Context: an optimization exercise on an open-source flow, tuned for small area, a short achievable clock period and few clock cycles per item. The choices shown serve that exercise and are no tape-out recipe.
Where RTL was checked, it was by simulation tests only, not by an equivalence proof against the original.
No activity file was given, so power comes from the tool's default toggle rates.

==> flow/design.v (excerpt) <==
module output_eval_top (
	input logic clk,
	input logic reset,
	input logic wb_cyc_i,
	input logic wb_stb_i,
	input logic wb_we_i,
	input logic [99:0] wb_dat_i,
	output logic [58:0] wb_dat_o,
	output logic wb_ack_o
);
	localparam int TB = 30;  
	logic wr;  
	logic rd;  
	logic held_q;  
	logic [7:0] count_q;
	logic [1:0] idx_q;
	logic correct_q;
	logic [4*TB-1:0] t_q;  
	logic [4*TB-1:0] t_d;
	logic [47:0] delta;
	logic signed [11:0] act [4];  
	logic [3:0] win;  
	logic [1:0] idx_d;
	logic hit;
	assign wr = wb_cyc_i && wb_stb_i && wb_we_i;
	assign rd = wb_cyc_i && wb_stb_i && !wb_we_i && held_q;
	assign wb_ack_o = wr || rd;
	for (genvar g = 0; g < 4; g++) begin : g_neuron
		assign act[g] = wb_dat_i[52 + 12*g +: 12];
		fxp_mul u_mul (
			.a_i(act[g]),
			.y_i(wb_dat_i[g]),
			.d_i(wb_dat_i[4 + 12*g +: 12]),
			.t_o(t_d[TB*g +: TB])
		);
		fxp_mul_round u_round (
			.t_i(t_q[TB*g +: TB]),
			.p_o(delta[12*g +: 12])
		);
	end
	logic ge01, ge02, ge03, ge12, ge13, ge23;
	assign ge01 = act[0] >= act[1];
	assign ge02 = act[0] >= act[2];
	assign ge03 = act[0] >= act[3];
	assign ge12 = act[1] >= act[2];
	assign ge13 = act[1] >= act[3];
	assign ge23 = act[2] >= act[3];
	assign win[0] = ge01 && ge02 && ge03;
	assign win[1] = !ge01 && ge12 && ge13;
	assign win[2] = !ge02 && !ge12 && ge23;
	assign win[3] = !ge03 && !ge13 && !ge23;
	assign idx_d = {win[2] || win[3], win[1] || win[3]};
	assign hit = |(win & wb_dat_i[3:0]);
	always_ff @(posedge clk or posedge reset) begin
		if (reset) begin
			held_q <= 1'b0;
		end else if (wr) begin
			held_q <= 1'b1;
		end
	end
  ...
For scale: about 130 flip-flops, about 21000 um^2 of cells after synthesis.
clock: 7.5 ns
lec_check: 0
abc_area: 1
cap_margin: 20
core_margin: 2
core_utilization: 40
cts_buf_list: sky130_fd_sc_hd__clkbuf_4 sky130_fd_sc_hd__clkbuf_8
setup_slack_margin: 3.1
slew_margin: 20
standard.sh (not shown) runs the stock make flow with config.mk's settings and CLKGATE_MAP_FILE= SYNTH_SCRIPT=/design/flow/synth_recipe.tcl, a recipe that flattens the netlist after the stock synthesis.
==> flow/flow/run.sh <==
#!/bin/bash
set -euo pipefail
export BUFFER_PORTS_ARGS="-buffer_cell sky130_fd_sc_hd__buf_1"
bash standard.sh > standard.log 2>&1
The baseline completed with no timing, DRC or antenna violations.
Edit:
--- a/flow/config.mk
+++ b/flow/config.mk
@@ -13 +13 @@
-export SETUP_SLACK_MARGIN = 3.1
+export SETUP_SLACK_MARGIN = 3.0
What happened: The changed run finished clean; wire length climbs by 1.4%; worst setup slack got worse by 120 ps; die area is unchanged.
Function was not checked in any run of this note: the RTL went through the layout flow alone.


== old ==
Another version of the RTL of output_eval_top (not shown whole).
Size in the first run: ~140 flip-flops, about 170 I/O pins, roughly 28000 um^2 of cells after synthesis.
Design output_eval_top, start of the top module:
module output_eval_top (
	input logic clk,
	input logic reset,
	input logic wb_cyc_i,
	input logic wb_stb_i,
	input logic wb_we_i,
	input logic [99:0] wb_dat_i,
	output logic [58:0] wb_dat_o,
	output logic wb_ack_o
);
	logic wr;  
	logic rd;  
	logic held_q;  
	logic [7:0] count_q;
	logic [1:0] idx_q;
	logic correct_q;
	logic [63:0] ra_q;  
	logic [63:0] rb_q;
	logic [3:0] c8_q;  
	logic [47:0] cost;  
	logic [63:0] ra_d;
	logic [63:0] rb_d;
	logic [3:0] c8_d;
	logic [47:0] delta;
	logic [1:0] idx_d;
	logic hit;
	assign wr = wb_cyc_i && wb_stb_i && wb_we_i;
	assign rd = wb_cyc_i && wb_stb_i && !wb_we_i && held_q;
	assign wb_ack_o = wr || rd;
	for (genvar g = 0; g < 4; g++) begin : g_neuron
		logic [11:0] a;
		logic y;
		logic sat;
		logic [3:0] hi;
		assign a = wb_dat_i[52 + 12*g +: 12];
		assign y = wb_dat_i[g];
		assign sat = y && (a[11:8] == 4'b1000);
		assign hi = a[11:8] - {3'b000, y};
		assign cost[12*g +: 12] = sat ? 12'h800 : {hi, a[7:0]};
		fxp_mul u_mul (
			.c_i(cost[12*g +: 12]),
			.d_i(wb_dat_i[4 + 12*g +: 12]),
			.ra_o(ra_d[16*g +: 16]),
			.rb_o(rb_d[16*g +: 16]),
			.c8_o(c8_d[g])
		);
		fxp_mul_round u_round (
			.ra_i(ra_q[16*g +: 16]),
			.rb_i(rb_q[16*g +: 16]),
			.c8_i(c8_q[g]),
			.p_o(delta[12*g +: 12])
		);
	end
	logic signed [11:0] a0, a1, a2, a3, m01, m23;
  ...
Settings: LEC_CHECK=0, CAP_MARGIN=20, CORE_MARGIN=2, CORE_UTILIZATION=40, SLEW_MARGIN=20; clock period 7.5 ns.
run.sh (not shown) runs the stock make flow with config.mk's settings and CLKGATE_MAP_FILE= SYNTH_SCRIPT=/design/flow/synth_recipe.tcl, a recipe that flattens the netlist after the stock synthesis.
Stock flow here: none of the scripts above is used.
Looking at the reports, old completed the entire flow and the layout it produced met the timing, design-rule and antenna checks.
Testbench counts of old, summed over its fixed seeds: cycles 6,400, items 3,200.
Input changes introduced in new (baseline for comparison: old):
- an added ABC_AREA of 1
Notes after the runs:
- old completed end to end with timing, DRC and antenna clean.
- new finished every stage and its layout cleared the timing, design-rule and antenna checks.
- Delta (new minus old): total sequential power increased about 6%, combined area of all synthesized cells went down by 25%.
- Hold slack down 13 ps in new wrt old
- In new the first-pass GRT wire length turned out 29% lower than in old.

==> re-timing with driven ports <==
In the flow no input, the clock included, has a driving cell. The finished layouts below were timed again as built, in two steps. Step 1, drivers: a clkbuf_16 drives clk and a buf_2 each remaining input, both assumed. Step 2 also shifts input and output timing later by t, the mid clock arrival at the registers, as if the neighbouring blocks saw the same clock. a / b / c = no drivers / after step 1 / after step 2; a / b = the first two.
run | shift t [ns] | setup WS [ns] | worst register clock-pin slew, ns
the first run of note 1 | 0.594 | 3.168 / 3.135 / 2.550 | 0.09 / 0.09
the second run of note 1 | 0.599 | 3.051 / 3.062 / 2.462 | 0.10 / 0.10
old | 0.518 | 1.078 / 1.101 / 0.583 | 0.07 / 0.07
new | 0.502 | 1.368 / 1.397 / 0.895 | 0.07 / 0.07
After both steps setup and hold are still met in every run listed. The setup slack of the first run of note 1, which loses most, moves by -0.033 ns with the drivers and by -0.618 ns with both steps.
